Context: an optimization exercise on an open-source flow, tuned for small area, a short achievable clock period and few clock cycles. The choices shown serve that exercise and are no tape-out recipe.
In this exercise RTL edits were held to simulation tests only and were not proved equivalent to the original.
Power is estimated from default activity; no workload was simulated.

===== flow/run.sh =====
#!/bin/bash
# synth_recipe.tcl (not shown) runs the flow's synth.tcl, then flattens the netlist and writes it again
# the make line also repeats each setting of config.mk as NAME=value (left out here)
make -C /OpenROAD-flow-scripts/flow DESIGN_CONFIG=/design/flow/config.mk WORK_HOME=/design/flow/orfs CLKGATE_MAP_FILE= SYNTH_SCRIPT=/design/flow/synth_recipe.tcl finish

===== flow/config.mk =====
export PLATFORM = sky130hd
export DESIGN_NAME = systolic_tpu
export DESIGN_NICKNAME = systolic_tpu
export VERILOG_FILES = /design/flow/design.v
export SDC_FILE = /design/flow/constraint.sdc
export NUM_CORES = 4
export LEC_CHECK = 0
export ABC_AREA = 1
export CAP_MARGIN = 20
export CORE_MARGIN = 2
export CORE_UTILIZATION = 55
export SETUP_SLACK_MARGIN = 4.0
export SLEW_MARGIN = 20

===== flow/constraint.sdc =====
create_clock -name core_clock -period 7.0 [get_ports {clk}]
set_input_delay 1.4000 -clock core_clock [delete_from_list [all_inputs] [get_ports {clk}]]
set_output_delay 1.4000 -clock core_clock [all_outputs]
set_load 0.01 [all_outputs]

===== flow/design.v =====
package tpu_pkg;
    localparam int ARRAY_DIM = 4;
    localparam int DATA_W = 8;
    localparam int ACC_W  = 32;
    localparam int SUM_W  = 24;
    localparam int NCY    = 8;
    localparam int OPND_WORD_W = ARRAY_DIM * DATA_W;
    localparam int C_WORD_W = ARRAY_DIM * ACC_W;
    localparam int INDEX_W = 16;
    localparam int IDX_W = 14;
    localparam int DIM_W = 8;
    localparam logic [1:0] PH_READ  = 2'd0;
    localparam logic [1:0] PH_GAP   = 2'd1;
    localparam logic [1:0] PH_DRAIN = 2'd2;
    localparam logic [1:0] PH_FIN   = 2'd3;
endpackage
`timescale 1ns/1ps
import tpu_pkg::*;
module tile_sequencer
(
    input  logic               clk,
    input  logic               rst_n,
    input  logic               start_valid,
    input  logic [DIM_W-1:0]   k_dim,
    input  logic [DIM_W-1:0]   m_dim,
    input  logic [DIM_W-1:0]   n_dim,
    output logic               start_ready,
    output logic [INDEX_W-1:0] a_index,
    output logic [INDEX_W-1:0] b_index,
    output logic               rd,
    output logic               first_k,
    output logic               tile_done,
    output logic [1:0]         tile_cols_m1
);
    logic               busy;
    logic               first;
    logic [1:0]         phase;
    logic [DIM_W-1:0]   k_m1;
    logic [DIM_W-3:0]   m_last;
    logic [DIM_W-3:0]   n_last;
    logic [1:0]         v_last;
    logic [DIM_W-3:0]   mt_cnt;
    logic [DIM_W-3:0]   nt_cnt;
    logic [DIM_W-1:0]   k_cnt;
    logic [1:0]         cnt;
    logic [IDX_W-1:0]   a_idx;
    logic [IDX_W-1:0]   b_idx;
    logic [IDX_W-1:0]   b_base;
    logic [DIM_W-1:0]   m_dim_m1;
    logic [DIM_W-1:0]   n_dim_m1;
    logic               accept;
    logic               step;
    logic               k1_first;
    logic [IDX_W-1:0]   a_cur;
    logic [IDX_W-1:0]   b_cur;
    logic               last_k;
    logic               last_mt;
    logic               last_nt;
    logic [1:0]         gap;
    assign m_dim_m1 = m_dim - 1'b1;
    assign n_dim_m1 = n_dim - 1'b1;
    assign accept   = start_valid && !busy;
    assign step     = busy && phase == PH_READ;
    assign k1_first = first && k_m1 == '0;
    assign a_cur    = k1_first ? '0 : a_idx;
    assign b_cur    = k1_first ? '0 : b_idx;
    assign last_k   = k1_first || k_cnt == k_m1;
    assign last_mt  = mt_cnt == m_last;
    assign last_nt  = nt_cnt == n_last;
    assign rd           = accept || (step && !k1_first);
    assign first_k      = accept || k_cnt == '0;
    assign tile_done    = step && last_k;
    assign tile_cols_m1 = last_mt ? v_last : 2'd3;
    assign gap = k_m1[DIM_W-1:2] == '0 && tile_cols_m1 > k_m1[1:0] ?
                 tile_cols_m1 - k_m1[1:0] : 2'd0;
    always_ff @(posedge clk) begin
        if (accept) begin
            k_m1   <= k_dim - 1'b1;
            m_last <= m_dim_m1[DIM_W-1:2];
            n_last <= n_dim_m1[DIM_W-1:2];
            v_last <= m_dim_m1[1:0];
        end
    end
    always_ff @(posedge clk or negedge rst_n) begin
        if (!rst_n) begin
            busy   <= 1'b0;
            first  <= 1'b0;
            phase  <= PH_READ;
            mt_cnt <= '0;
            nt_cnt <= '0;
            k_cnt  <= '0;
            cnt    <= '0;
            a_idx  <= '0;
            b_idx  <= '0;
            b_base <= '0;
        end else begin
            first <= accept;
            if (accept) begin
                busy  <= 1'b1;
                phase <= PH_READ;
                k_cnt <= 8'd1;
                a_idx <= 14'd1;
                b_idx <= 14'd1;
            end else if (step) begin
                if (!last_k) begin
                    k_cnt <= k_cnt + 1'b1;
                    a_idx <= a_idx + 1'b1;
                    b_idx <= b_idx + 1'b1;
                end else begin
                    k_cnt <= '0;
                    cnt   <= gap;
                    if (!last_mt) begin
                        mt_cnt <= mt_cnt + 1'b1;
                        a_idx  <= a_cur + 1'b1;
                        b_idx  <= b_base;
                        phase  <= gap == 2'd0 ? PH_READ : PH_GAP;
                    end else if (!last_nt) begin
                        mt_cnt <= '0;
                        nt_cnt <= nt_cnt + 1'b1;
                        a_idx  <= '0;
                        b_idx  <= b_cur + 1'b1;
                        b_base <= b_cur + 1'b1;
                        phase  <= gap == 2'd0 ? PH_READ : PH_GAP;
                    end else begin
                        mt_cnt <= '0;
                        nt_cnt <= '0;
                        a_idx  <= '0;
                        b_idx  <= '0;
                        b_base <= '0;
                        cnt    <= tile_cols_m1;
                        phase  <= PH_DRAIN;
                    end
                end
            end else if (busy) begin
                cnt <= cnt - 1'b1;
                if (phase == PH_GAP && cnt == 2'd1) begin
                    phase <= PH_READ;
                end
                if (phase == PH_DRAIN && cnt == 2'd0) begin
                    phase <= PH_FIN;
                end
                if (phase == PH_FIN) begin
                    phase <= PH_READ;
                    busy  <= 1'b0;
                end
            end
        end
    end
    assign start_ready = !busy;
    assign a_index     = {{(INDEX_W-IDX_W){1'b0}}, a_idx};
    assign b_index     = {{(INDEX_W-IDX_W){1'b0}}, b_idx};
endmodule
`timescale 1ns/1ps
import tpu_pkg::*;
module operand_skew
(
    input  logic                                 clk,
    input  logic                                 rd,
    input  logic                                 first_k,
    input  logic [OPND_WORD_W-1:0]               a_data,
    input  logic [OPND_WORD_W-1:0]               b_data,
    output logic [OPND_WORD_W-1:0]               a_col,
    output logic [ARRAY_DIM*(DATA_W+2)-1:0]      a3_col,
    output logic [ARRAY_DIM*OPND_WORD_W-1:0]     b_col,
    output logic [ARRAY_DIM-1:0]                 clr_col
);
    logic [OPND_WORD_W-1:0] b_dly [ARRAY_DIM];
    logic                   clr_dly [ARRAY_DIM];
    always_ff @(posedge clk) begin
        b_dly[0]   <= b_data;
        clr_dly[0] <= rd && first_k;
        for (int c = 1; c < ARRAY_DIM; c++) begin
            b_dly[c]   <= b_dly[c-1];
            clr_dly[c] <= clr_dly[c-1];
        end
    end
    for (genvar c = 0; c < ARRAY_DIM; c++) begin : g_col
        logic [DATA_W-1:0] a_dly [c+1];
        logic [DATA_W-1:0] a_in;
        logic [DATA_W+1:0] a3_in;
        logic [DATA_W+1:0] a3_q;
        always_ff @(posedge clk) begin
            a_dly[0] <= rd ? a_data[OPND_WORD_W-1-c*DATA_W -: DATA_W] : '0;
            for (int i = 1; i <= c; i++) begin
                a_dly[i] <= a_dly[i-1];
            end
        end
        if (c == 0) begin : g_in
            assign a_in  = a_data[OPND_WORD_W-1 -: DATA_W];
            assign a3_in = rd ? {2'b00, a_in} + {1'b0, a_in, 1'b0} : '0;
        end else begin : g_dly
            assign a_in  = a_dly[c-1];
            assign a3_in = {2'b00, a_in} + {1'b0, a_in, 1'b0};
        end
        always_ff @(posedge clk) begin
            a3_q <= a3_in;
        end
        assign a3_col[c*(DATA_W+2) +: DATA_W+2]               = a3_q;
        assign a_col[OPND_WORD_W-1-c*DATA_W -: DATA_W]        = a_dly[c];
        assign b_col[c*OPND_WORD_W +: OPND_WORD_W]            = b_dly[c];
        assign clr_col[c]                                     = clr_dly[c];
    end
endmodule
`timescale 1ns/1ps
import tpu_pkg::*;
module mac_pe
(
    input  logic              clk,
    input  logic              clear,
    input  logic [DATA_W-1:0] a_in,
    input  logic [DATA_W+1:0] a3_in,
    input  logic [DATA_W-1:0] b_in,
    output logic [SUM_W-1:0]  s,
    output logic [NCY-1:0]   cy
);
    logic [39:0]      pp;
    logic [SUM_W-1:0] sg;
    logic [NCY-1:0]   cg;
    logic [SUM_W-1:0] s_d;
    logic [NCY-1:0]   cy_d;
    logic s1;
    logic c2;
    logic s3;
    logic c4;
    logic s5;
    logic c6;
    logic s7;
    logic c8;
    logic s9;
    logic c10;
    logic s11;
    logic c12;
    logic s13;
    logic c14;
    logic s15;
    logic c16;
    logic s17;
    logic c18;
    logic s19;
    logic c20;
    logic s21;
    logic c22;
    logic s23;
    logic c24;
    logic s25;
    logic c26;
    logic s27;
    logic c28;
    logic s29;
    logic c30;
    logic s31;
    logic c32;
    logic s33;
    logic c34;
    logic s35;
    logic c36;
    logic s37;
    logic c38;
    logic s39;
    logic c40;
    logic s41;
    logic c42;
    logic s43;
    logic c44;
    logic s45;
    logic c46;
    logic s47;
    logic c48;
    logic s49;
    logic c50;
    logic s51;
    logic c52;
    logic s53;
    logic c54;
    logic s55;
    logic c56;
    logic s57;
    logic c58;
    logic s59;
    logic c60;
    logic s61;
    logic c62;
    logic s63;
    logic c64;
    logic s65;
    logic c66;
    logic s67;
    logic c68;
    logic s69;
    logic c70;
    logic s71;
    logic c72;
    logic s73;
    logic c74;
    logic s75;
    logic c76;
    logic s77;
    logic c78;
    logic s79;
    logic c80;
    logic s81;
    logic c82;
    logic s83;
    logic c84;
    logic [DATA_W+1:0] a1;
    logic [DATA_W+1:0] a2;
    assign a1 = {2'b00, a_in};
    assign a2 = {1'b0, a_in, 1'b0};
    for (genvar j = 0; j < 4; j++) begin : g_pp
        logic d1, d2, d3;
        assign d1 = b_in[2*j+1:2*j] == 2'd1;
        assign d2 = b_in[2*j+1:2*j] == 2'd2;
        assign d3 = b_in[2*j+1:2*j] == 2'd3;
        assign pp[j*10 +: 10] = ({10{d1}} & a1) | ({10{d2}} & a2) | ({10{d3}} & a3_in);
    end
    assign sg = s & {SUM_W{!clear}};
    assign cg = cy & {8{!clear}};
    assign s1 = pp[4] ^ pp[12];
    assign c2 = pp[4] & pp[12];
    assign s3 = pp[5] ^ pp[13];
    assign c4 = pp[5] & pp[13];
    assign s5 = pp[6] ^ pp[14] ^ pp[22];
    assign c6 = (pp[6] & pp[14]) | (pp[6] & pp[22]) | (pp[14] & pp[22]);
    assign s7 = pp[30] ^ sg[6];
    assign c8 = pp[30] & sg[6];
    assign s9 = pp[7] ^ pp[15] ^ pp[23];
    assign c10 = (pp[7] & pp[15]) | (pp[7] & pp[23]) | (pp[15] & pp[23]);
    assign s11 = pp[31] ^ sg[7];
    assign c12 = pp[31] & sg[7];
    assign s13 = pp[8] ^ pp[16] ^ pp[24];
    assign c14 = (pp[8] & pp[16]) | (pp[8] & pp[24]) | (pp[16] & pp[24]);
    assign s15 = pp[32] ^ sg[8] ^ cg[3];
    assign c16 = (pp[32] & sg[8]) | (pp[32] & cg[3]) | (sg[8] & cg[3]);
    assign s17 = pp[9] ^ pp[17] ^ pp[25];
    assign c18 = (pp[9] & pp[17]) | (pp[9] & pp[25]) | (pp[17] & pp[25]);
    assign s19 = pp[33] ^ sg[9];
    assign c20 = pp[33] & sg[9];
    assign s21 = pp[18] ^ pp[26] ^ pp[34];
    assign c22 = (pp[18] & pp[26]) | (pp[18] & pp[34]) | (pp[26] & pp[34]);
    assign s23 = sg[10] ^ cg[4];
    assign c24 = sg[10] & cg[4];
    assign s25 = pp[19] ^ pp[27] ^ pp[35];
    assign c26 = (pp[19] & pp[27]) | (pp[19] & pp[35]) | (pp[27] & pp[35]);
    assign s27 = pp[28] ^ pp[36];
    assign c28 = pp[28] & pp[36];
    assign s29 = pp[2] ^ pp[10];
    assign c30 = pp[2] & pp[10];
    assign s31 = pp[3] ^ pp[11];
    assign c32 = pp[3] & pp[11];
    assign s33 = pp[20] ^ sg[4] ^ cg[1];
    assign c34 = (pp[20] & sg[4]) | (pp[20] & cg[1]) | (sg[4] & cg[1]);
    assign s35 = pp[21] ^ sg[5] ^ s3;
    assign c36 = (pp[21] & sg[5]) | (pp[21] & s3) | (sg[5] & s3);
    assign s37 = cg[2] ^ s5 ^ s7;
    assign c38 = (cg[2] & s5) | (cg[2] & s7) | (s5 & s7);
    assign s39 = s9 ^ s11 ^ c6;
    assign c40 = (s9 & s11) | (s9 & c6) | (s11 & c6);
    assign s41 = s13 ^ s15 ^ c10;
    assign c42 = (s13 & s15) | (s13 & c10) | (s15 & c10);
    assign s43 = s17 ^ s19 ^ c14;
    assign c44 = (s17 & s19) | (s17 & c14) | (s19 & c14);
    assign s45 = s21 ^ s23 ^ c18;
    assign c46 = (s21 & s23) | (s21 & c18) | (s23 & c18);
    assign s47 = sg[11] ^ s25 ^ c22;
    assign c48 = (sg[11] & s25) | (sg[11] & c22) | (s25 & c22);
    assign s49 = sg[12] ^ cg[5] ^ s27;
    assign c50 = (sg[12] & cg[5]) | (sg[12] & s27) | (cg[5] & s27);
    assign s51 = pp[29] ^ pp[37] ^ sg[13];
    assign c52 = (pp[29] & pp[37]) | (pp[29] & sg[13]) | (pp[37] & sg[13]);
    assign s53 = pp[38] ^ sg[14];
    assign c54 = pp[38] & sg[14];
    assign s55 = sg[2] ^ cg[0];
    assign c56 = sg[2] & cg[0];
    assign s57 = sg[3] ^ s31 ^ c30;
    assign c58 = (sg[3] & s31) | (sg[3] & c30) | (s31 & c30);
    assign s59 = s1 ^ s33 ^ c32;
    assign c60 = (s1 & s33) | (s1 & c32) | (s33 & c32);
    assign s61 = c2 ^ s35 ^ c34;
    assign c62 = (c2 & s35) | (c2 & c34) | (s35 & c34);
    assign s63 = c4 ^ s37 ^ c36;
    assign c64 = (c4 & s37) | (c4 & c36) | (s37 & c36);
    assign s65 = c8 ^ s39 ^ c38;
    assign c66 = (c8 & s39) | (c8 & c38) | (s39 & c38);
    assign s67 = c12 ^ s41 ^ c40;
    assign c68 = (c12 & s41) | (c12 & c40) | (s41 & c40);
    assign s69 = c16 ^ s43 ^ c42;
    assign c70 = (c16 & s43) | (c16 & c42) | (s43 & c42);
    assign s71 = c20 ^ s45 ^ c44;
    assign c72 = (c20 & s45) | (c20 & c44) | (s45 & c44);
    assign s73 = c24 ^ s47 ^ c46;
    assign c74 = (c24 & s47) | (c24 & c46) | (s47 & c46);
    assign s75 = c26 ^ s49 ^ c48;
    assign c76 = (c26 & s49) | (c26 & c48) | (s49 & c48);
    assign s77 = c28 ^ s51 ^ c50;
    assign c78 = (c28 & s51) | (c28 & c50) | (s51 & c50);
    assign s79 = cg[6] ^ s53 ^ c52;
    assign c80 = (cg[6] & s53) | (cg[6] & c52) | (s53 & c52);
    assign s81 = pp[39] ^ sg[15] ^ c54;
    assign c82 = (pp[39] & sg[15]) | (pp[39] & c54) | (sg[15] & c54);
    assign s83 = sg[16] ^ cg[7];
    assign c84 = sg[16] & cg[7];
    assign {cy_d[0], s_d[1:0]} = 3'({pp[1], pp[0]}) + 3'({sg[1], sg[0]});
    assign {cy_d[1], s_d[3:2]} = 3'({s57, s29}) + 3'({c56, s55});
    assign {cy_d[2], s_d[5:4]} = 3'({s61, s59}) + 3'({c60, c58});
    assign {cy_d[3], s_d[7:6]} = 3'({s65, s63}) + 3'({c64, c62});
    assign {cy_d[4], s_d[9:8]} = 3'({s69, s67}) + 3'({c68, c66});
    assign {cy_d[5], s_d[11:10]} = 3'({s73, s71}) + 3'({c72, c70});
    assign {cy_d[6], s_d[13:12]} = 3'({s77, s75}) + 3'({c76, c74});
    assign {cy_d[7], s_d[15:14]} = 3'({s81, s79}) + 3'({c80, c78});
    assign s_d[23:16] = {sg[23], sg[22], sg[21], sg[20], sg[19], sg[18], sg[17], s83} + {1'b0, 1'b0, 1'b0, 1'b0, 1'b0, 1'b0, c84, c82};
    always_ff @(posedge clk) begin
        s  <= s_d;
        cy <= cy_d;
    end
endmodule
module sum_resolve
(
    input  logic [SUM_W-1:0] s,
    input  logic [NCY-1:0]   cy,
    output logic [SUM_W-1:0] sum
);
    logic [NCY:0] cin;
    logic [NCY-1:0] g;
    logic [NCY-1:0] p;
    assign sum[1:0] = s[1:0];
    assign cin[0] = 1'b0;
    assign g[0] = &s[3:2] & cy[0];
    assign p[0] = (&s[3:2] & !cy[0]) | (s[3:2] == 2'd2 & cy[0]);
    assign cin[1] = g[0] | (p[0] & cin[0]);
    assign sum[3:2] = s[3:2] + 2'(cy[0]) + 2'(cin[0]);
    assign g[1] = &s[5:4] & cy[1];
    assign p[1] = (&s[5:4] & !cy[1]) | (s[5:4] == 2'd2 & cy[1]);
    assign cin[2] = g[1] | (p[1] & cin[1]);
    assign sum[5:4] = s[5:4] + 2'(cy[1]) + 2'(cin[1]);
    assign g[2] = &s[7:6] & cy[2];
    assign p[2] = (&s[7:6] & !cy[2]) | (s[7:6] == 2'd2 & cy[2]);
    assign cin[3] = g[2] | (p[2] & cin[2]);
    assign sum[7:6] = s[7:6] + 2'(cy[2]) + 2'(cin[2]);
    assign g[3] = &s[9:8] & cy[3];
    assign p[3] = (&s[9:8] & !cy[3]) | (s[9:8] == 2'd2 & cy[3]);
    assign cin[4] = g[3] | (p[3] & cin[3]);
    assign sum[9:8] = s[9:8] + 2'(cy[3]) + 2'(cin[3]);
    assign g[4] = &s[11:10] & cy[4];
    assign p[4] = (&s[11:10] & !cy[4]) | (s[11:10] == 2'd2 & cy[4]);
    assign cin[5] = g[4] | (p[4] & cin[4]);
    assign sum[11:10] = s[11:10] + 2'(cy[4]) + 2'(cin[4]);
    assign g[5] = &s[13:12] & cy[5];
    assign p[5] = (&s[13:12] & !cy[5]) | (s[13:12] == 2'd2 & cy[5]);
    assign cin[6] = g[5] | (p[5] & cin[5]);
    assign sum[13:12] = s[13:12] + 2'(cy[5]) + 2'(cin[5]);
    assign g[6] = &s[15:14] & cy[6];
    assign p[6] = (&s[15:14] & !cy[6]) | (s[15:14] == 2'd2 & cy[6]);
    assign cin[7] = g[6] | (p[6] & cin[6]);
    assign sum[15:14] = s[15:14] + 2'(cy[6]) + 2'(cin[6]);
    assign g[7] = &s[23:16] & cy[7];
    assign p[7] = (&s[23:16] & !cy[7]) | (s[23:16] == 8'd254 & cy[7]);
    assign cin[8] = g[7] | (p[7] & cin[7]);
    assign sum[23:16] = s[23:16] + 8'(cy[7]) + 8'(cin[7]);
endmodule
`timescale 1ns/1ps
import tpu_pkg::*;
module result_drain
(
    input  logic                                 clk,
    input  logic                                 rst_n,
    input  logic                                 start_accept,
    input  logic                                 tile_done,
    input  logic [1:0]                           tile_cols_m1,
    input  logic [ARRAY_DIM*ARRAY_DIM*SUM_W-1:0] s_flat,
    input  logic [ARRAY_DIM*ARRAY_DIM*NCY-1:0]   cy_flat,
    output logic                                 c_wr_en,
    output logic [INDEX_W-1:0]                   c_index,
    output logic [C_WORD_W-1:0]                  c_data
);
    logic             wpend;
    logic [1:0]       wn_m1;
    logic             take;
    logic [3:0]       wsel;
    logic [1:0]       wrem;
    logic [IDX_W-1:0] c_idx;
    logic [SUM_W-1:0] c_sum [ARRAY_DIM];
    always_ff @(posedge clk or negedge rst_n) begin
        if (!rst_n) begin
            wpend   <= 1'b0;
            wn_m1   <= '0;
            take    <= 1'b0;
            wsel    <= '0;
            wrem    <= '0;
            c_wr_en <= 1'b0;
        end else begin
            wpend   <= tile_done;
            wn_m1   <= tile_cols_m1;
            c_wr_en <= take;
            if (wpend) begin
                take <= 1'b1;
                wsel <= 4'b0001;
                wrem <= wn_m1;
            end else if (take && wrem != '0) begin
                wsel <= {wsel[2:0], 1'b0};
                wrem <= wrem - 1'b1;
            end else begin
                take <= 1'b0;
            end
        end
    end
    for (genvar r = 0; r < ARRAY_DIM; r++) begin : g_lane
        logic [SUM_W-1:0] s_sel;
        logic [NCY-1:0]   cy_sel;
        logic [SUM_W-1:0] sum;
        always_comb begin
            s_sel  = '0;
            cy_sel = '0;
            for (int c = 0; c < ARRAY_DIM; c++) begin
                s_sel  = s_sel  | ({SUM_W{wsel[c]}} & s_flat[(r*ARRAY_DIM+c)*SUM_W +: SUM_W]);
                cy_sel = cy_sel | ({NCY{wsel[c]}}   & cy_flat[(r*ARRAY_DIM+c)*NCY +: NCY]);
            end
        end
        sum_resolve sum_resolve_i (
            .s   (s_sel),
            .cy  (cy_sel),
            .sum (sum)
        );
        always_ff @(posedge clk) begin
            c_sum[r] <= sum;
        end
        assign c_data[C_WORD_W-1-r*ACC_W -: ACC_W] = {{(ACC_W-SUM_W){1'b0}}, c_sum[r]};
    end
    always_ff @(posedge clk or negedge rst_n) begin
        if (!rst_n) begin
            c_idx <= '0;
        end else if (start_accept) begin
            c_idx <= '0;
        end else if (c_wr_en) begin
            c_idx <= c_idx + 1'b1;
        end
    end
    assign c_index = {{(INDEX_W-IDX_W){1'b0}}, c_idx};
endmodule
`timescale 1ns/1ps
import tpu_pkg::*;
module systolic_tpu
(
    input  logic                   clk,
    input  logic                   rst_n,
    input  logic                   start_valid,
    output logic                   start_ready,
    input  logic [DIM_W-1:0]       k_dim,
    input  logic [DIM_W-1:0]       m_dim,
    input  logic [DIM_W-1:0]       n_dim,
    output logic [INDEX_W-1:0]     a_index,
    input  logic [OPND_WORD_W-1:0] a_data,
    output logic [INDEX_W-1:0]     b_index,
    input  logic [OPND_WORD_W-1:0] b_data,
    output logic                   c_wr_en,
    output logic [INDEX_W-1:0]     c_index,
    output logic [C_WORD_W-1:0]    c_data
);
    logic                                 rd;
    logic                                 first_k;
    logic                                 tile_done;
    logic [1:0]                           tile_cols_m1;
    logic [ARRAY_DIM-1:0]                 clr_col;
    logic [OPND_WORD_W-1:0]               a_col;
    logic [ARRAY_DIM*(DATA_W+2)-1:0]      a3_col;
    logic [ARRAY_DIM*OPND_WORD_W-1:0]     b_col;
    logic [ARRAY_DIM*ARRAY_DIM*SUM_W-1:0] s_flat;
    logic [ARRAY_DIM*ARRAY_DIM*NCY-1:0]   cy_flat;
    tile_sequencer tile_sequencer_i (
        .clk          (clk),
        .rst_n        (rst_n),
        .start_valid  (start_valid),
        .k_dim        (k_dim),
        .m_dim        (m_dim),
        .n_dim        (n_dim),
        .start_ready  (start_ready),
        .a_index      (a_index),
        .b_index      (b_index),
        .rd           (rd),
        .first_k      (first_k),
        .tile_done    (tile_done),
        .tile_cols_m1 (tile_cols_m1)
    );
    operand_skew operand_skew_i (
        .clk     (clk),
        .rd      (rd),
        .first_k (first_k),
        .a_data  (a_data),
        .b_data  (b_data),
        .a_col   (a_col),
        .a3_col  (a3_col),
        .b_col   (b_col),
        .clr_col (clr_col)
    );
    for (genvar r = 0; r < ARRAY_DIM; r++) begin : g_row
        for (genvar c = 0; c < ARRAY_DIM; c++) begin : g_col
            mac_pe mac_pe_i (
                .clk   (clk),
                .clear (clr_col[c]),
                .a_in  (a_col[OPND_WORD_W-1-c*DATA_W -: DATA_W]),
                .a3_in (a3_col[c*(DATA_W+2) +: DATA_W+2]),
                .b_in  (b_col[c*OPND_WORD_W + OPND_WORD_W-1-r*DATA_W -: DATA_W]),
                .s     (s_flat[(r*ARRAY_DIM+c)*SUM_W +: SUM_W]),
                .cy    (cy_flat[(r*ARRAY_DIM+c)*NCY +: NCY])
            );
        end
    end
    result_drain result_drain_i (
        .clk          (clk),
        .rst_n        (rst_n),
        .start_accept (start_valid && start_ready),
        .tile_done    (tile_done),
        .tile_cols_m1 (tile_cols_m1),
        .s_flat       (s_flat),
        .cy_flat      (cy_flat),
        .c_wr_en      (c_wr_en),
        .c_index      (c_index),
        .c_data       (c_data)
    );
endmodule

==> run notes, run 1 <==
# TYPE chip_impl_metric gauge
chip_impl_metric{name="max_slew_violation_total_from_the_final_report",unit=""} 0
chip_impl_metric{name="cts_num_sinks",unit=""} 971
chip_impl_metric{name="clock_skew",unit="ps"} 44.8
chip_impl_metric{name="io_pins",unit=""} 269
chip_impl_info{name="tritoncts",value="built"} 1
chip_impl_metric{name="peakVddDrop",unit="mV"} 0.320
chip_impl_metric{name="place.port_buffers",unit=""} 230
chip_impl_metric{name="number_of_design_rule_violations_left_by_the_first_detailed_router_iteration",unit=""} 6238
chip_impl_info{name="crit_chain",value="buf_12 -> buf_12 -> buf_12 -> nand2_4 -> o221ai_2 -> fa_2 -> inv_1 -> fa_1 -> inv_1 -> fa_1 -> ha_2 -> fa_2"} 1
chip_impl_metric{name="cap_viol_max_count",unit=""} 0
chip_impl_metric{name="drive_gt1_share",unit="%"} 24.3
chip_impl_metric{name="detail_route.wirelength",unit="mm"} 239
chip_impl_metric{name="postSynthAreaPerCell",unit="um^2"} 8.61
chip_impl_metric{name="grt_start_max_net_pins",unit=""} 55
chip_impl_metric{name="chipWidth",unit="um"} 343
chip_impl_metric{name="worstPathArrival",unit="ps"} 3990
chip_impl_metric{name="synth_edf_count",unit=""} 22
chip_impl_metric{name="holdBufCountCts",unit=""} 0
chip_impl_metric{name="layout.cells.non_filler",unit=""} 9594
chip_impl_metric{name="vias_per_cell",unit=""} 5.84
chip_impl_info{name="worst_path_most_repeated_cell",value="sky130_fd_sc_hd__buf_12"} 1
chip_impl_metric{name="worst-path-max-fanout",unit=""} 8
chip_impl_metric{name="path_depth",unit=""} 12
chip_impl_metric{name="final-seq-area",unit="um^2"} 20700
chip_impl_metric{name="syn_area",unit="um^2"} 63300
chip_impl_info{name="crit_family",value="adder cells"} 1
chip_impl_metric{name="async_flop_share",unit="%"} 9.58
chip_impl_metric{name="clk-insertion-delay-late",unit="ps"} 730
chip_impl_metric{name="areaGrowthSynthToFinish",unit="%"} 29.8
chip_impl_metric{name="routed-wl-met2",unit="mm"} 101
chip_impl_metric{name="fillCellCount",unit=""} 8589
chip_impl_metric{name="yosys.cell_types.count",unit=""} 60
chip_impl_metric{name="final_antenna_net_count",unit=""} 0
chip_impl_metric{name="start_util",unit="%"} 55.4
chip_impl_metric{name="finalSetupViolations",unit=""} 0
chip_impl_metric{name="slew_headroom",unit="%"} 48.2
chip_impl_metric{name="synth-seq-cells",unit=""} 971
chip_impl_metric{name="grt_pass1_wl",unit="mm"} 344
chip_impl_metric{name="synth.yosys.seq_area_share",unit="%"} 31.8
chip_impl_info{name="layout.cells.most_common",value="sky130_fd_sc_hd__inv_1"} 1
chip_impl_metric{name="max_freq",unit="GHz"} 0.302
chip_impl_metric{name="finalHoldViolations",unit=""} 0
chip_impl_metric{name="crit_path_max_incr_delay",unit="ps"} 540
chip_impl_metric{name="post-layout-total-power",unit="W"} 0.0369
chip_impl_metric{name="post-route-min-period",unit="ps"} 3310
chip_impl_metric{name="globalRoute.totalOverflow",unit=""} 0
chip_impl_info{name="dominantRegCellSynth",value="sky130_fd_sc_hd__dfxtp_1"} 1
chip_impl_metric{name="cts_inserted_buffers",unit=""} 109
chip_impl_metric{name="cts-root-to-sink-buffers",unit=""} 3
chip_impl_metric{name="wire_per_inst",unit="um"} 24.9
chip_impl_metric{name="core_area",unit="um^2"} 114000
chip_impl_info{name="hold_path.class",value="reg -> reg"} 1
chip_impl_info{name="status",value="complete, no violations"} 1
chip_impl_metric{name="htree_levels",unit=""} 3
chip_impl_metric{name="clk_transition_reported_paths",unit="ps"} 70
chip_impl_metric{name="synth_cells",unit=""} 7348
chip_impl_metric{name="multi_input_area",unit="um^2"} 41200
chip_impl_metric{name="detailroute.wirelength.met3",unit="mm"} 27.4
chip_impl_metric{name="vias_in_the_first_global_route",unit=""} 54156
chip_impl_metric{name="worst_slack",unit="ps"} 3690
chip_impl_metric{name="placement.setup.worst_slack",unit="ps"} 2710
chip_impl_metric{name="drcViolationCount",unit=""} 0
chip_impl_info{name="critPathCaptureType",value="flop"} 1
chip_impl_metric{name="worst_slew_pin_slew",unit="ps"} 777
chip_impl_info{name="routed.top_layer",value="met5"} 1
chip_impl_metric{name="placedCellCount",unit=""} 8869
chip_impl_metric{name="dieHeight",unit="um"} 343
chip_impl_metric{name="detailedPlacementHpwl",unit="mm"} 164
chip_impl_info{name="rsz0062_at_grt",value="true"} 1
chip_impl_metric{name="timing.hold.ws",unit="ps"} 325
chip_impl_metric{name="via_count",unit=""} 56045
chip_impl_metric{name="ff2ff_path_depth",unit=""} 12
chip_impl_metric{name="dr_pass1_iterations",unit=""} 9
chip_impl_info{name="final_cell_mix",value="1300 x sky130_fd_sc_hd__inv_1, 1164 x sky130_fd_sc_hd__nand2_1, 680 x sky130_fd_sc_hd__dfxtp_1"} 1
chip_impl_info{name="crit_slowest_cell",value="sky130_fd_sc_hd__fa_2"} 1
chip_impl_metric{name="area_of_the_die",unit="um^2"} 118000
chip_impl_metric{name="leakage",unit="nW"} 38.5
chip_impl_metric{name="post-route-period-util",unit="%"} 47.2
chip_impl_metric{name="initial_antenna_violation_count",unit=""} 11
chip_impl_metric{name="power-per-cell-area",unit="nW/um^2"} 449
chip_impl_metric{name="crit_buf_inv",unit=""} 5
chip_impl_metric{name="cp_data_required_time",unit="ps"} 7680
chip_impl_metric{name="floorplan.rows",unit=""} 124
chip_impl_metric{name="grtUsageTotal",unit="%"} 39.2
chip_impl_info{name="cts.root.buffer_cell",value="sky130_fd_sc_hd__clkbuf_16"} 1
chip_impl_metric{name="setup_tns",unit="ps"} 0
chip_impl_metric{name="routabilityCongestion",unit=""} 0.966
chip_impl_metric{name="total_number_of_yosys_warnings",unit=""} 11
chip_impl_metric{name="final_nets",unit=""} 9144
chip_impl_metric{name="detail_route.wirelength.met1",unit="mm"} 95.1
chip_impl_metric{name="worst_hold_path.num_cells",unit=""} 0
chip_impl_info{name="cp-start-kind",value="flop"} 1
chip_impl_info{name="type_of_the_worst_setup_path",value="reg -> reg"} 1
==> cell usage after synthesis (6+ instances only) <==
cell,count,share of area [%]
sky130_fd_sc_hd__a211oi_1,6,0.071
sky130_fd_sc_hd__a21oi_1,201,1.6
sky130_fd_sc_hd__a221oi_1,20,0.28
sky130_fd_sc_hd__a22o_1,23,0.32
sky130_fd_sc_hd__buf_1,29,0.17
sky130_fd_sc_hd__buf_2,55,0.44
sky130_fd_sc_hd__buf_4,44,0.52
sky130_fd_sc_hd__clkbuf_1,163,0.97
sky130_fd_sc_hd__clkinv_1,6,0.036
sky130_fd_sc_hd__dfrtp_1,93,3.7
sky130_fd_sc_hd__dfxtp_1,856,27
sky130_fd_sc_hd__edfxtp_1,22,1.0
sky130_fd_sc_hd__fa_1,657,21
sky130_fd_sc_hd__ha_1,412,8.1
sky130_fd_sc_hd__inv_1,1466,8.7
sky130_fd_sc_hd__inv_2,11,0.065
sky130_fd_sc_hd__nand2_1,1397,8.3
sky130_fd_sc_hd__nand3_1,145,1.1
sky130_fd_sc_hd__nand4_1,43,0.43
sky130_fd_sc_hd__nor2_1,685,4.1
sky130_fd_sc_hd__nor3_1,46,0.36
sky130_fd_sc_hd__nor4_1,7,0.069
sky130_fd_sc_hd__o21ai_0,116,0.92
sky130_fd_sc_hd__o21ai_1,9,0.071
sky130_fd_sc_hd__o21bai_1,8,0.095
sky130_fd_sc_hd__o221ai_1,357,4.9
sky130_fd_sc_hd__o22ai_1,199,2.0
sky130_fd_sc_hd__or2_2,13,0.13
sky130_fd_sc_hd__xnor2_1,66,0.91
sky130_fd_sc_hd__xor2_1,121,1.7
==> report_power, final <==
| part | total [W] | leakage [nW] | internal [W] | switching (W) |
|---|---|---|---|---|
| combinational | 0.0217 | 28.1 | 0.00910 | 0.0126 |
| sequential | 0.00920 | 8.58 | 0.00762 | 0.00158 |
| clock | 0.00602 | 1.82 | 0.00350 | 0.00252 |
==> flip-flops by register name, indices dropped and copies added, names as in the netlist, 2 cells and up <==
name                        cells
g_row.g_col.mac_pe_i.s        384
result_drain_i.c_idx           14
tile_sequencer_i.k_cnt          8
result_drain_i.wrem             2
tile_sequencer_i.nt_cnt         6
tile_sequencer_i.k_m1           8
operand_skew_i.g_col.a_dly     77
tile_sequencer_i.m_last         6
tile_sequencer_i.b_idx         14
result_drain_i.wn_m1            2
result_drain_i.wsel             4
tile_sequencer_i.mt_cnt         6
tile_sequencer_i.v_last         2
g_row.g_col.mac_pe_i.cy       128
tile_sequencer_i.a_idx         14
tile_sequencer_i.cnt            2
result_drain_i.c_sum           96
tile_sequencer_i.phase          2
operand_skew_i.clr_dly          4
operand_skew_i.b_dly          128
tile_sequencer_i.b_base        14
operand_skew_i.g_col.a3_q      39
tile_sequencer_i.n_last         6
==> final timing paths <==
kind                       slack (ps)                                     endpoint                                         from
max                              3690     g_row[3].g_col[2].mac_pe_i.s[11]$_DFF_P_  operand_skew_i.g_col[2].a_dly[2][6]$_DFF_P_
min                               320  operand_skew_i.g_col[3].a_dly[2][2]$_DFF_P_  operand_skew_i.g_col[3].a_dly[1][2]$_DFF_P_
max reg2reg                      3690     g_row[3].g_col[2].mac_pe_i.s[11]$_DFF_P_  operand_skew_i.g_col[2].a_dly[2][6]$_DFF_P_
min reg2reg                       320  operand_skew_i.g_col[3].a_dly[2][2]$_DFF_P_  operand_skew_i.g_col[3].a_dly[1][2]$_DFF_P_
max in group asynchronous        5120           result_drain_i.wsel[0]$_DFFE_PN0P_                                        rst_n
min in group asynchronous         750       tile_sequencer_i.b_base[4]$_DFFE_PN0P_                                        rst_n
==> per-layer routing <==
| metal | vias up | global-route usage (%) |
|---|---|---|
| met3 | 916 | 9.86 |
| met5 | - | 0 |
| met4 | 8 | 17.8 |
| met1 | 27123 | 54.3 |
| met2 | 3401 | 58.0 |
| li1 | 24597 | - |
==> final cells by class <==
type	instances	share of cell area, %
inverter	1484	7.55
sequential	971	25.2
multi-input combinational	4636	50.2
tap	1512	2.30
clock inverter	48	0.661
clock buffer	158	3.88
antenna	3	0.00914
timing repair buffer	773	10.1
timing repair inverter	9	0.125
==> cells by family after synthesis <==
family	Yosys count	synth area share (%)
other	1	0.00593
DFF	971	31.8
and+or+nand+nor	2375	15.1
buffers and inverters	1778	11.0
adders and majority gates	1069	28.9
AOI/OAI and AO/OA	967	10.6
xor gates and xnor gates	187	2.59
==> stage by stage <==
stage | util [%] | cell area [um^2]
5_1_grt | 71.9 | 82200
2_1_floorplan | - | 65800
6_report | 72.0 | 82200
3_3_place_gp | 59.3 | 67800
3_5_place_dp | 59.3 | 67800
4_1_cts | 69.1 | 78900
==> what timing repair did <==
action,4_1_cts,5_1_grt
resized for setup,1161,486
setup endpoints to repair,527,211
pin swaps,216,269
gates cloned,21,12
buffers inserted,356,127
Testbench counts, summed over its fixed seeds: cycles 41,281.
==> run 2: changes to the inputs <==
--- a/flow/config.mk
+++ b/flow/config.mk
@@ -9,5 +9,6 @@
 export CAP_MARGIN = 20
 export CORE_MARGIN = 2
 export CORE_UTILIZATION = 55
-export SETUP_SLACK_MARGIN = 4.0
+export SETUP_SLACK_MARGIN = 3.7
 export SLEW_MARGIN = 20
+export TNS_END_PERCENT = 10
==> run notes, run 2 <==
# TYPE chip_impl_metric gauge
chip_impl_info{name="capturing_instance_or_port_of_the_critical_path",value="g_row[1].g_col[3].mac_pe_i.s[9]$_DFF_P_"} 1
chip_impl_info{name="cts.root.buffer_cell",value="sky130_fd_sc_hd__clkbuf_16"} 1
chip_impl_metric{name="clk-insertion-delay-late",unit="ps"} 740
chip_impl_metric{name="peakVddDrop",unit="mV"} 0.247
chip_impl_metric{name="slew_headroom",unit="%"} 14.1
chip_impl_info{name="hold_path.class",value="reg -> reg"} 1
chip_impl_metric{name="final_nets",unit=""} 8885
chip_impl_metric{name="rrSetupSlack",unit="ps"} 3630
chip_impl_metric{name="ff2ff_path_depth",unit=""} 9
chip_impl_info{name="worst_path_most_repeated_cell",value="sky130_fd_sc_hd__fa_1"} 1
chip_impl_info{name="yosys.cell_count.top_type",value="sky130_fd_sc_hd__inv_1"} 1
chip_impl_metric{name="cts_inserted_buffers",unit=""} 108
chip_impl_metric{name="yosys-mux-area-fraction",unit="%"} 0
chip_impl_metric{name="place.port_buffers",unit=""} 230
chip_impl_metric{name="area_of_the_die",unit="um^2"} 118000
chip_impl_metric{name="max_slew_violation_total_from_the_final_report",unit=""} 0
chip_impl_metric{name="max_freq",unit="GHz"} 0.296
chip_impl_metric{name="via_count",unit=""} 53899
chip_impl_metric{name="detailedPlacementHpwl",unit="mm"} 165
chip_impl_metric{name="grtUsageTotal",unit="%"} 38.1
chip_impl_metric{name="final_antenna_net_count",unit=""} 0
chip_impl_metric{name="leakage",unit="nW"} 35.5
chip_impl_metric{name="synth_edf_count",unit=""} 22
chip_impl_metric{name="detail_route.wirelength",unit="mm"} 228
chip_impl_metric{name="synthAdderAreaFrac",unit="%"} 28.9
chip_impl_metric{name="number_of_design_rule_violations_left_by_the_first_detailed_router_iteration",unit=""} 6165
chip_impl_metric{name="power-per-cell-area",unit="nW/um^2"} 455
chip_impl_info{name="synth_top_cells_by_count",value="1466 x sky130_fd_sc_hd__inv_1, 1397 x sky130_fd_sc_hd__nand2_1, 856 x sky130_fd_sc_hd__dfxtp_1"} 1
chip_impl_info{name="cp-start-kind",value="flop"} 1
chip_impl_metric{name="drcViolationCount",unit=""} 0
chip_impl_metric{name="worstPathArrival",unit="ps"} 3970
chip_impl_metric{name="post-route-util",unit="%"} 65.6
chip_impl_metric{name="routabilityCongestion",unit=""} 0.994
chip_impl_metric{name="simple_gate_share_of_the_synthesized_area",unit="%"} 15.1
chip_impl_metric{name="core_area",unit="um^2"} 114000
chip_impl_metric{name="vias_in_the_first_global_route",unit=""} 52671
chip_impl_metric{name="finalSetupViolations",unit=""} 0
chip_impl_metric{name="total_number_of_yosys_warnings",unit=""} 11
chip_impl_metric{name="cts-root-to-sink-buffers",unit=""} 3
chip_impl_info{name="critPathCaptureType",value="flop"} 1
chip_impl_metric{name="finalHoldViolations",unit=""} 0
chip_impl_metric{name="grt_start_max_net_pins",unit=""} 80
chip_impl_info{name="synth_area_leaders",value="sky130_fd_sc_hd__dfxtp_1 27%, sky130_fd_sc_hd__fa_1 21%, sky130_fd_sc_hd__inv_1 8.7%"} 1
chip_impl_info{name="rr_endpoint",value="g_row[1].g_col[3].mac_pe_i.s[9]$_DFF_P_"} 1
chip_impl_metric{name="post-route-period-util",unit="%"} 48.2
chip_impl_metric{name="globalRoute.totalOverflow",unit=""} 0
chip_impl_metric{name="areaGrowthSynthToFinish",unit="%"} 18.5
chip_impl_metric{name="largest_register_ff_count",unit=""} 384
chip_impl_metric{name="grt_pass1_wl",unit="mm"} 333
chip_impl_metric{name="initial_antenna_violation_count",unit=""} 7
chip_impl_metric{name="cp_data_required_time",unit="ps"} 7600
chip_impl_metric{name="clock_skew",unit="ps"} 31.4
chip_impl_metric{name="setup_tns",unit="ps"} 0
chip_impl_info{name="worst_setup_path_startpoint",value="operand_skew_i.b_dly[3][21]$_DFF_P_"} 1
chip_impl_info{name="yosys.area.top_type",value="sky130_fd_sc_hd__dfxtp_1"} 1
chip_impl_metric{name="synth-seq-cells",unit=""} 971
chip_impl_info{name="crit_slowest_cell",value="sky130_fd_sc_hd__fa_1"} 1
chip_impl_metric{name="wire_per_inst",unit="um"} 24.4
chip_impl_info{name="dominantRegCellSynth",value="sky130_fd_sc_hd__dfxtp_1"} 1
chip_impl_metric{name="dr_pass1_iterations",unit=""} 9
chip_impl_info{name="rr_startpoint",value="operand_skew_i.b_dly[3][21]$_DFF_P_"} 1
chip_impl_metric{name="post-route-min-period",unit="ps"} 3370
chip_impl_metric{name="async_flop_share",unit="%"} 9.58
chip_impl_info{name="tritoncts",value="built"} 1
chip_impl_metric{name="chipWidth",unit="um"} 343
chip_impl_metric{name="worst_slew_pin_slew",unit="ps"} 1270
chip_impl_metric{name="synth_cells",unit=""} 7348
chip_impl_metric{name="crit_path_max_incr_delay",unit="ps"} 550
chip_impl_metric{name="synth_compound_area_share",unit="%"} 10.6
chip_impl_info{name="crit_chain",value="nand2_1 -> o22ai_1 -> a21oi_1 -> fa_1 -> fa_1 -> inv_1 -> fa_1 -> ha_1 -> fa_1"} 1
chip_impl_metric{name="holdBufCountCts",unit=""} 0
chip_impl_metric{name="yosys.area_share.xor_xnor",unit="%"} 2.59
chip_impl_info{name="synth_top_family_by_area",value="adder cells"} 1
chip_impl_info{name="status",value="complete, no violations"} 1
chip_impl_info{name="reg_top3",value="g_row.g_col.mac_pe_i.s: 384 flops, g_row.g_col.mac_pe_i.cy: 128 flops, operand_skew_i.b_dly: 128 flops"} 1
chip_impl_metric{name="yosysTopAreaCellShare",unit="%"} 27.1
chip_impl_metric{name="postSynthAreaPerCell",unit="um^2"} 8.61
chip_impl_metric{name="cts_num_sinks",unit=""} 971
chip_impl_metric{name="cap_viol_max_count",unit=""} 0
chip_impl_metric{name="htree_levels",unit=""} 3
chip_impl_info{name="layout.cells.most_common",value="sky130_fd_sc_hd__inv_1"} 1
chip_impl_metric{name="clk_transition_reported_paths",unit="ps"} 60
chip_impl_metric{name="dieHeight",unit="um"} 343
chip_impl_metric{name="yosys.cell_types.count",unit=""} 60
chip_impl_metric{name="start_util",unit="%"} 55.4
chip_impl_metric{name="worst-path-max-fanout",unit=""} 8
chip_impl_info{name="rsz0062_at_grt",value="true"} 1
chip_impl_metric{name="syn_area",unit="um^2"} 63300
chip_impl_metric{name="vias_per_cell",unit=""} 5.78
chip_impl_info{name="type_of_the_worst_setup_path",value="reg -> reg"} 1
chip_impl_metric{name="fillCellCount",unit=""} 9595
chip_impl_metric{name="floorplan.rows",unit=""} 124
chip_impl_info{name="final_cell_mix",value="1394 x sky130_fd_sc_hd__inv_1, 1285 x sky130_fd_sc_hd__nand2_1, 732 x sky130_fd_sc_hd__dfxtp_1"} 1
chip_impl_info{name="top_register",value="g_row.g_col.mac_pe_i.s"} 1
chip_impl_metric{name="io_pins",unit=""} 269
chip_impl_metric{name="drive_gt1_share",unit="%"} 12.8
chip_impl_metric{name="synth.yosys.seq_area_share",unit="%"} 31.8
run 2: cell counts after synthesis:
No cell type changed its count.
run 2: final cells by class:
type	instances	area [um^2]	share of cell area, %
Inverter	1484	5890	7.86
Clock buffer	144	3030	4.04
Tap cell	1512	1890	2.52
Multi-Input combinational cell	4636	37600	50.1
Clock inverter	58	643	0.858
Sequential cell	971	20400	27.2
Antenna cell	2	5.00	0.00668
Timing Repair inverter	2	16.3	0.0217
Timing Repair Buffer	522	5530	7.37
run 2: per-layer routing:
layer	share of wire (%)	wire length (um)	vias to the layer above	GRT usage, %
met2	43	97600	3145	57.7
met5	0.026	59	-	0
met3	12	26600	782	10.3
li1	-	-	24022	-
met4	6.2	14200	10	16.8
met1	39	89500	25940	51.3
run 2: power breakdown:
| group | leakage (nW) | switching [W] | internal, W |
|---|---|---|---|
| combinational | 25.1 | 0.0113 | 0.00769 |
| clock | 1.79 | 0.00253 | 0.00339 |
| sequential | 8.57 | 0.00156 | 0.00761 |
| total | 35.5 | 0.0154 | 0.0187 |
run 2: repair_timing:
action                                  4_1_cts  5_1_grt
cloned                                        3       11
pin swaps                                     9       17
endpoints found under the setup margin      386      169
buffers inserted                            201       49
resized for setup                           409      283
run 2: how the worst min path moves through the flow:
stage,from,to,slack [ps],depth (start not counted)
after floorplan,operand_skew_i.g_col[2].a_dly[0][0]$_SDFF_PN0_,operand_skew_i.g_col[2].a_dly[1][0]$_DFF_P_,310,0
after global placement,operand_skew_i.g_col[2].a_dly[0][5]$_SDFF_PN0_,operand_skew_i.g_col[2].a_dly[1][5]$_DFF_P_,310,0
after detailed placement,operand_skew_i.g_col[3].a_dly[1][1]$_DFF_P_,operand_skew_i.g_col[3].a_dly[2][1]$_DFF_P_,310,0
after CTS,operand_skew_i.g_col[3].a_dly[1][0]$_DFF_P_,operand_skew_i.g_col[3].a_dly[2][0]$_DFF_P_,330,0
after global routing,operand_skew_i.g_col[2].a_dly[0][1]$_SDFF_PN0_,operand_skew_i.g_col[2].a_dly[1][1]$_DFF_P_,330,0
final,operand_skew_i.g_col[3].a_dly[1][6]$_DFF_P_,operand_skew_i.g_col[3].a_dly[2][6]$_DFF_P_,330,0
run 2: stage by stage:
stage	power [W]	instance area [um^2]	setup WS [ps]	hold WS, ps	instances
after global routing	0.0372	74900	3510	330	9329
after CTS	0.0335	73300	3600	327	9269
after floorplan	0.0204	63400	3610	310	7385
final	0.0341	75000	3630	326	9331
after detailed placement	0.0262	66500	2580	312	8863
after global placement	0.0256	66500	2590	310	8863
run 2: critical path: cells and delay by family (launching register included):
family                   cells  cell delay [ps]
flip-flops                   1              430
buffers and inverters        1               50
AO/OA/AOI/OAI                2              360
AND/OR/NAND/NOR              1              260
adder cells (fa/ha/maj)      5             2150
run 2: cells by family (layout without fill, tap and decap cells):
family                   Yosys count  after routing
flip-flops                       971            971
adder cells (fa/ha/maj)         1069           1069
AO/OA/AOI/OAI                    967            967
AND/OR/NAND/NOR                 2375           2375
other                              1             40
buffers and inverters           1778           2210
XOR/XNOR                         187            187
==> run 3: changes to the inputs <==
--- a/flow/design.v
+++ b/flow/design.v
@@ -423,38 +423,74 @@
     logic [NCY-1:0] g;
     logic [NCY-1:0] p;
     assign sum[1:0] = s[1:0];
-    assign cin[0] = 1'b0;
     assign g[0] = &s[3:2] & cy[0];
     assign p[0] = (&s[3:2] & !cy[0]) | (s[3:2] == 2'd2 & cy[0]);
-    assign cin[1] = g[0] | (p[0] & cin[0]);
-    assign sum[3:2] = s[3:2] + 2'(cy[0]) + 2'(cin[0]);
     assign g[1] = &s[5:4] & cy[1];
     assign p[1] = (&s[5:4] & !cy[1]) | (s[5:4] == 2'd2 & cy[1]);
-    assign cin[2] = g[1] | (p[1] & cin[1]);
-    assign sum[5:4] = s[5:4] + 2'(cy[1]) + 2'(cin[1]);
     assign g[2] = &s[7:6] & cy[2];
     assign p[2] = (&s[7:6] & !cy[2]) | (s[7:6] == 2'd2 & cy[2]);
-    assign cin[3] = g[2] | (p[2] & cin[2]);
-    assign sum[7:6] = s[7:6] + 2'(cy[2]) + 2'(cin[2]);
     assign g[3] = &s[9:8] & cy[3];
     assign p[3] = (&s[9:8] & !cy[3]) | (s[9:8] == 2'd2 & cy[3]);
-    assign cin[4] = g[3] | (p[3] & cin[3]);
-    assign sum[9:8] = s[9:8] + 2'(cy[3]) + 2'(cin[3]);
     assign g[4] = &s[11:10] & cy[4];
     assign p[4] = (&s[11:10] & !cy[4]) | (s[11:10] == 2'd2 & cy[4]);
-    assign cin[5] = g[4] | (p[4] & cin[4]);
-    assign sum[11:10] = s[11:10] + 2'(cy[4]) + 2'(cin[4]);
     assign g[5] = &s[13:12] & cy[5];
     assign p[5] = (&s[13:12] & !cy[5]) | (s[13:12] == 2'd2 & cy[5]);
-    assign cin[6] = g[5] | (p[5] & cin[5]);
-    assign sum[13:12] = s[13:12] + 2'(cy[5]) + 2'(cin[5]);
     assign g[6] = &s[15:14] & cy[6];
     assign p[6] = (&s[15:14] & !cy[6]) | (s[15:14] == 2'd2 & cy[6]);
-    assign cin[7] = g[6] | (p[6] & cin[6]);
-    assign sum[15:14] = s[15:14] + 2'(cy[6]) + 2'(cin[6]);
     assign g[7] = &s[23:16] & cy[7];
     assign p[7] = (&s[23:16] & !cy[7]) | (s[23:16] == 8'd254 & cy[7]);
-    assign cin[8] = g[7] | (p[7] & cin[7]);
+    logic gk0_1, pk0_1;
+    assign gk0_1 = g[1] | (p[1] & g[0]);
+    assign pk0_1 = p[1] & p[0];
+    logic gk0_3, pk0_3;
+    assign gk0_3 = g[3] | (p[3] & g[2]);
+    assign pk0_3 = p[3] & p[2];
+    logic gk0_5, pk0_5;
+    assign gk0_5 = g[5] | (p[5] & g[4]);
+    assign pk0_5 = p[5] & p[4];
+    logic gk0_7, pk0_7;
+    assign gk0_7 = g[7] | (p[7] & g[6]);
+    assign pk0_7 = p[7] & p[6];
+    logic gk1_2, pk1_2;
+    assign gk1_2 = g[2] | (p[2] & gk0_1);
+    assign pk1_2 = p[2] & pk0_1;
+    logic gk1_3, pk1_3;
+    assign gk1_3 = gk0_3 | (pk0_3 & gk0_1);
+    assign pk1_3 = pk0_3 & pk0_1;
+    logic gk1_6, pk1_6;
+    assign gk1_6 = g[6] | (p[6] & gk0_5);
+    assign pk1_6 = p[6] & pk0_5;
+    logic gk1_7, pk1_7;
+    assign gk1_7 = gk0_7 | (pk0_7 & gk0_5);
+    assign pk1_7 = pk0_7 & pk0_5;
+    logic gk2_4, pk2_4;
+    assign gk2_4 = g[4] | (p[4] & gk1_3);
+    assign pk2_4 = p[4] & pk1_3;
+    logic gk2_5, pk2_5;
+    assign gk2_5 = gk0_5 | (pk0_5 & gk1_3);
+    assign pk2_5 = pk0_5 & pk1_3;
+    logic gk2_6, pk2_6;
+    assign gk2_6 = gk1_6 | (pk1_6 & gk1_3);
+    assign pk2_6 = pk1_6 & pk1_3;
+    logic gk2_7, pk2_7;
+    assign gk2_7 = gk1_7 | (pk1_7 & gk1_3);
+    assign pk2_7 = pk1_7 & pk1_3;
+    assign cin[0] = 1'b0;
+    assign cin[1] = g[0];
+    assign cin[2] = gk0_1;
+    assign cin[3] = gk1_2;
+    assign cin[4] = gk1_3;
+    assign cin[5] = gk2_4;
+    assign cin[6] = gk2_5;
+    assign cin[7] = gk2_6;
+    assign cin[8] = gk2_7;
+    assign sum[3:2] = s[3:2] + 2'(cy[0]) + 2'(cin[0]);
+    assign sum[5:4] = s[5:4] + 2'(cy[1]) + 2'(cin[1]);
+    assign sum[7:6] = s[7:6] + 2'(cy[2]) + 2'(cin[2]);
+    assign sum[9:8] = s[9:8] + 2'(cy[3]) + 2'(cin[3]);
+    assign sum[11:10] = s[11:10] + 2'(cy[4]) + 2'(cin[4]);
+    assign sum[13:12] = s[13:12] + 2'(cy[5]) + 2'(cin[5]);
+    assign sum[15:14] = s[15:14] + 2'(cy[6]) + 2'(cin[6]);
     assign sum[23:16] = s[23:16] + 8'(cy[7]) + 8'(cin[7]);
 endmodule
 `timescale 1ns/1ps
--- a/flow/config.mk
+++ b/flow/config.mk
@@ -9,6 +9,6 @@
 export CAP_MARGIN = 20
 export CORE_MARGIN = 2
 export CORE_UTILIZATION = 55
-export SETUP_SLACK_MARGIN = 3.7
+export CTS_BUF_LIST = sky130_fd_sc_hd__clkbuf_4 sky130_fd_sc_hd__clkbuf_8
+export SETUP_SLACK_MARGIN = 3.5
 export SLEW_MARGIN = 20
-export TNS_END_PERCENT = 10
==> run notes, run 3 <==
# TYPE chip_impl_metric gauge
chip_impl_metric{name="core_area",unit="um^2"} 116000
chip_impl_info{name="cts.root.buffer_cell",value="sky130_fd_sc_hd__clkbuf_8"} 1
chip_impl_metric{name="grt_start_max_net_pins",unit=""} 72
chip_impl_metric{name="dieHeight",unit="um"} 346
chip_impl_info{name="top_register",value="g_row.g_col.mac_pe_i.s"} 1
chip_impl_metric{name="floorplan.rows",unit=""} 125
chip_impl_metric{name="postSynthAreaPerCell",unit="um^2"} 8.49
chip_impl_metric{name="synth-seq-cells",unit=""} 971
chip_impl_metric{name="routabilityCongestion",unit=""} 0.990
chip_impl_metric{name="wire_per_inst",unit="um"} 23.6
chip_impl_metric{name="grt_pass1_wl",unit="mm"} 337
chip_impl_info{name="reg_top3",value="g_row.g_col.mac_pe_i.s: 384 flops, g_row.g_col.mac_pe_i.cy: 128 flops, operand_skew_i.b_dly: 128 flops"} 1
chip_impl_info{name="min_from",value="operand_skew_i.g_col[2].a_dly[0][0]$_SDFF_PN0_"} 1
chip_impl_metric{name="largest_register_ff_count",unit=""} 384
chip_impl_metric{name="ff2ff_path_depth",unit=""} 9
chip_impl_metric{name="cts_inserted_buffers",unit=""} 166
chip_impl_metric{name="clock_skew",unit="ps"} 48.4
chip_impl_metric{name="final_nets",unit=""} 9179
chip_impl_metric{name="grt_use_met2",unit="%"} 57.4
chip_impl_metric{name="final_antenna_net_count",unit=""} 0
chip_impl_metric{name="post-route-period-util",unit="%"} 49.9
chip_impl_metric{name="finalSetupViolations",unit=""} 0
chip_impl_metric{name="post-layout-total-power",unit="W"} 0.0363
chip_impl_metric{name="vias_per_cell",unit=""} 5.70
chip_impl_info{name="final_cell_mix",value="1561 x sky130_fd_sc_hd__inv_1, 1246 x sky130_fd_sc_hd__nand2_1, 730 x sky130_fd_sc_hd__dfxtp_1"} 1
chip_impl_metric{name="clk-insertion-delay-late",unit="ps"} 950
chip_impl_metric{name="synth_cells",unit=""} 7583
chip_impl_metric{name="grtUsageTotal",unit="%"} 37.6
chip_impl_metric{name="yosysTopAreaCellShare",unit="%"} 26.6
chip_impl_info{name="rr_endpoint",value="g_row[1].g_col[2].mac_pe_i.s[7]$_DFF_P_"} 1
chip_impl_metric{name="cp_data_required_time",unit="ps"} 7800
chip_impl_metric{name="fillCellCount",unit=""} 9957
chip_impl_metric{name="met1_usage",unit="%"} 51.0
chip_impl_metric{name="syn_area",unit="um^2"} 64400
chip_impl_metric{name="leakage",unit="nW"} 36.6
chip_impl_info{name="hold_path.class",value="reg -> reg"} 1
chip_impl_metric{name="worst_slew_pin_slew",unit="ps"} 1080
chip_impl_metric{name="globalRoute.totalOverflow",unit=""} 0
chip_impl_info{name="layout.cells.most_common",value="sky130_fd_sc_hd__inv_1"} 1
chip_impl_metric{name="finalHoldViolations",unit=""} 0
chip_impl_metric{name="number_of_design_rule_violations_left_by_the_first_detailed_router_iteration",unit=""} 6105
chip_impl_metric{name="grt.met3_usage",unit="%"} 9.00
chip_impl_metric{name="async_flop_share",unit="%"} 9.58
chip_impl_metric{name="place.port_buffers",unit=""} 230
chip_impl_info{name="cp-start-kind",value="flop"} 1
chip_impl_info{name="timing.hold.worst_endpoint",value="operand_skew_i.g_col[2].a_dly[1][0]$_DFF_P_"} 1
chip_impl_metric{name="cts_num_sinks",unit=""} 971
chip_impl_metric{name="vias_in_the_first_global_route",unit=""} 53373
chip_impl_metric{name="worst-path-max-fanout",unit=""} 6
chip_impl_metric{name="timing.hold.ws",unit="ps"} 299
chip_impl_metric{name="cts-root-to-sink-buffers",unit=""} 3
chip_impl_metric{name="post-route-min-period",unit="ps"} 3500
chip_impl_metric{name="slew_headroom",unit="%"} 27.9
chip_impl_metric{name="max_freq",unit="GHz"} 0.286
chip_impl_metric{name="area_of_the_die",unit="um^2"} 120000
chip_impl_info{name="rr_startpoint",value="operand_skew_i.b_dly[2][21]$_DFF_P_"} 1
chip_impl_info{name="dominantRegCellSynth",value="sky130_fd_sc_hd__dfxtp_1"} 1
chip_impl_metric{name="drive_gt1_share",unit="%"} 13.9
chip_impl_metric{name="htree_levels",unit=""} 4
chip_impl_metric{name="detail_route.wirelength",unit="mm"} 228
chip_impl_info{name="synth_top_cells_by_count",value="1618 x sky130_fd_sc_hd__inv_1, 1347 x sky130_fd_sc_hd__nand2_1, 856 x sky130_fd_sc_hd__dfxtp_1"} 1
chip_impl_metric{name="total_number_of_yosys_warnings",unit=""} 11
chip_impl_info{name="tritoncts",value="built"} 1
chip_impl_metric{name="areaGrowthSynthToFinish",unit="%"} 17.0
chip_impl_metric{name="io_pins",unit=""} 269
chip_impl_metric{name="placement.setup.worst_slack",unit="ps"} 2530
chip_impl_metric{name="detailedPlacementHpwl",unit="mm"} 170
chip_impl_info{name="status",value="complete, no violations"} 1
chip_impl_metric{name="dr_pass1_iterations",unit=""} 7
chip_impl_metric{name="power-per-cell-area",unit="nW/um^2"} 482
chip_impl_metric{name="worst_slack",unit="ps"} 3500
chip_impl_info{name="critPathCaptureType",value="flop"} 1
chip_impl_metric{name="holdBufCountCts",unit=""} 0
chip_impl_metric{name="chipWidth",unit="um"} 346
chip_impl_info{name="yosys.area.top_type",value="sky130_fd_sc_hd__dfxtp_1"} 1
chip_impl_metric{name="via_count",unit=""} 55225
chip_impl_metric{name="initial_antenna_violation_count",unit=""} 18
chip_impl_metric{name="setup_tns",unit="ps"} 0
chip_impl_metric{name="max_slew_violation_total_from_the_final_report",unit=""} 0
chip_impl_info{name="global_route.peak_usage_layer",value="met2"} 1
chip_impl_metric{name="clk_transition_reported_paths",unit="ps"} 60
chip_impl_metric{name="worstPathArrival",unit="ps"} 4300
chip_impl_metric{name="yosys.cell_types.count",unit=""} 66
chip_impl_metric{name="worst_hold_path.num_cells",unit=""} 0
chip_impl_info{name="type_of_the_worst_setup_path",value="reg -> reg"} 1
chip_impl_metric{name="rrSetupSlack",unit="ps"} 3500
chip_impl_info{name="yosys.cell_count.top_type",value="sky130_fd_sc_hd__inv_1"} 1
chip_impl_metric{name="drcViolationCount",unit=""} 0
chip_impl_metric{name="peakVddDrop",unit="mV"} 0.322
chip_impl_metric{name="cap_viol_max_count",unit=""} 0
chip_impl_info{name="synth_area_leaders",value="sky130_fd_sc_hd__dfxtp_1 27%, sky130_fd_sc_hd__fa_1 20%, sky130_fd_sc_hd__inv_1 9.4%"} 1
chip_impl_metric{name="synth.yosys.seq_area_share",unit="%"} 31.3
chip_impl_metric{name="synth_edf_count",unit=""} 22
chip_impl_info{name="rsz0062_at_grt",value="true"} 1
chip_impl_metric{name="start_util",unit="%"} 55.5
==> run 3: cell count changes in the layout (fill, tap and decap cells not counted), moves of 39 or more <==
cell,delta
sky130_fd_sc_hd__a21oi_1,+79
sky130_fd_sc_hd__buf_4,+44
sky130_fd_sc_hd__clkbuf_16,-113
sky130_fd_sc_hd__clkbuf_4,+56
sky130_fd_sc_hd__clkbuf_8,+183
sky130_fd_sc_hd__inv_1,+167
sky130_fd_sc_hd__nand2_1,-39
sky130_fd_sc_hd__o221ai_1,-78
sky130_fd_sc_hd__o22ai_1,+90
==> run 3: worst max-delay path by stage <==
stage	start	end	slack [ps]	cells past startpoint
floorplan	operand_skew_i.clr_dly[2]$_DFF_P_	g_row[3].g_col[2].mac_pe_i.s[9]$_DFF_P_	3510	14
global placement	operand_skew_i.g_col[0].a_dly[0][7]$_SDFF_PN0_	g_row[2].g_col[0].mac_pe_i.s[9]$_DFF_P_	2570	11
detailed placement	operand_skew_i.g_col[0].a_dly[0][7]$_SDFF_PN0_	g_row[2].g_col[0].mac_pe_i.s[11]$_DFF_P_	2530	13
CTS	operand_skew_i.b_dly[0][15]$_DFF_P_	g_row[2].g_col[0].mac_pe_i.s[9]$_DFF_P_	3400	10
global route	operand_skew_i.clr_dly[2]$_DFF_P_	g_row[3].g_col[2].mac_pe_i.s[9]$_DFF_P_	3400	10
finish	operand_skew_i.b_dly[2][21]$_DFF_P_	g_row[1].g_col[2].mac_pe_i.s[7]$_DFF_P_	3500	9
==> run 3: repair_timing <==
item,in CTS,in global routing
setup endpoints to repair,346,122
buffers inserted,147,113
pin swaps,1,22
gates resized for setup,267,331
gates cloned,1,4
==> run 3: cell type report <==
type	count	area, um^2	share of cell area, %
Tap cell	1524	1910	2.53
Clock inverter	49	541	0.718
Antenna cell	4	10.0	0.0133
Inverter	1658	6560	8.71
Timing Repair Buffer	524	5080	6.75
Clock buffer	257	3190	4.24
Timing Repair inverter	1	8.76	0.0116
Sequential cell	971	20400	27.1
Multi-Input combinational cell	4697	37500	49.9
==> run 3: report_power, final <==
part	internal, W	leakage [nW]	switching (W)	total (W)
Sequential	0.00786	8.55	0.00173	0.00958
Clock	0.00318	1.98	0.00260	0.00578
Combinational	0.00841	26.0	0.0125	0.0209
Total	0.0194	36.6	0.0168	0.0363
==> run 3: cell families after synthesis <==
logic type               Yosys count  share of synthesized area (%)
AO/OA/AOI/OAI                   1065                           11.2
XOR/XNOR                         179                           2.44
flip-flops                       971                           31.3
adder cells (fa/ha/maj)         1069                           28.3
buffers and inverters           1952                           12.1
other                              1                        0.00583
AND/OR/NAND/NOR                 2346                           14.7
==> run 3: metal layers <==
layer	share of wire [%]	vias up
met4	5.1	12
met1	40	26664
met3	11	714
li1	-	24731
met2	44	3104
met5	0.035	-
==> run 3: critical path: stages (launching register included) <==
cell and delay [ps]:
sky130_fd_sc_hd__dfxtp_1 560, sky130_fd_sc_hd__nand2_2 190, sky130_fd_sc_hd__inv_1 180, sky130_fd_sc_hd__a221oi_1 130, sky130_fd_sc_hd__fa_1 590, sky130_fd_sc_hd__inv_1 80, sky130_fd_sc_hd__fa_1 530, sky130_fd_sc_hd__fa_1 430
sky130_fd_sc_hd__ha_1 230, sky130_fd_sc_hd__fa_1 430
==> run 3: metrics by stage <==
stage / utilization, % / cell area [um^2] / std cells
floorplan: - / 64500 / 7620
global placement: 58.1 / 67400 / 9109
detailed placement: 58.1 / 67400 / 9110
CTS: 63.0 / 73200 / 9564
global route: 64.9 / 75300 / 9684
finish: 64.9 / 75300 / 9685
Testbench counts of run 3, summed over its fixed seeds: cycles 41,281.

## port drivers added, routing unchanged
No port has a modelled driver above. Below, the same layouts with a new extraction and two added sets of constraints. Step 1 assumes that a clkbuf_16 drives the clock port and a buf_2 every other input. Step 2 also shifts input and output timing later by t, the mid clock arrival at the registers, as if the neighbouring blocks saw the same clock. Three values: no drivers, after step 1, after step 2; two values: the first two.
run | shift t [ns] | setup WS [ns] | worst setup path at the end | clock arrival spread, ns
run 1 | 0.792 | 3.694 / 3.694 / 3.537 | input to register | 0.045 / 0.045
run 2 | 0.806 | 3.626 / 3.625 / 3.064 | input to register | 0.038 / 0.038
run 3 | 1.004 | 3.504 / 3.500 / 2.953 | input to register | 0.054 / 0.053
After both steps setup and hold are still met in every run listed. For run 2, which loses most, drivers alone change the setup slack by -0.001 ns; drivers and shift together by -0.562 ns.
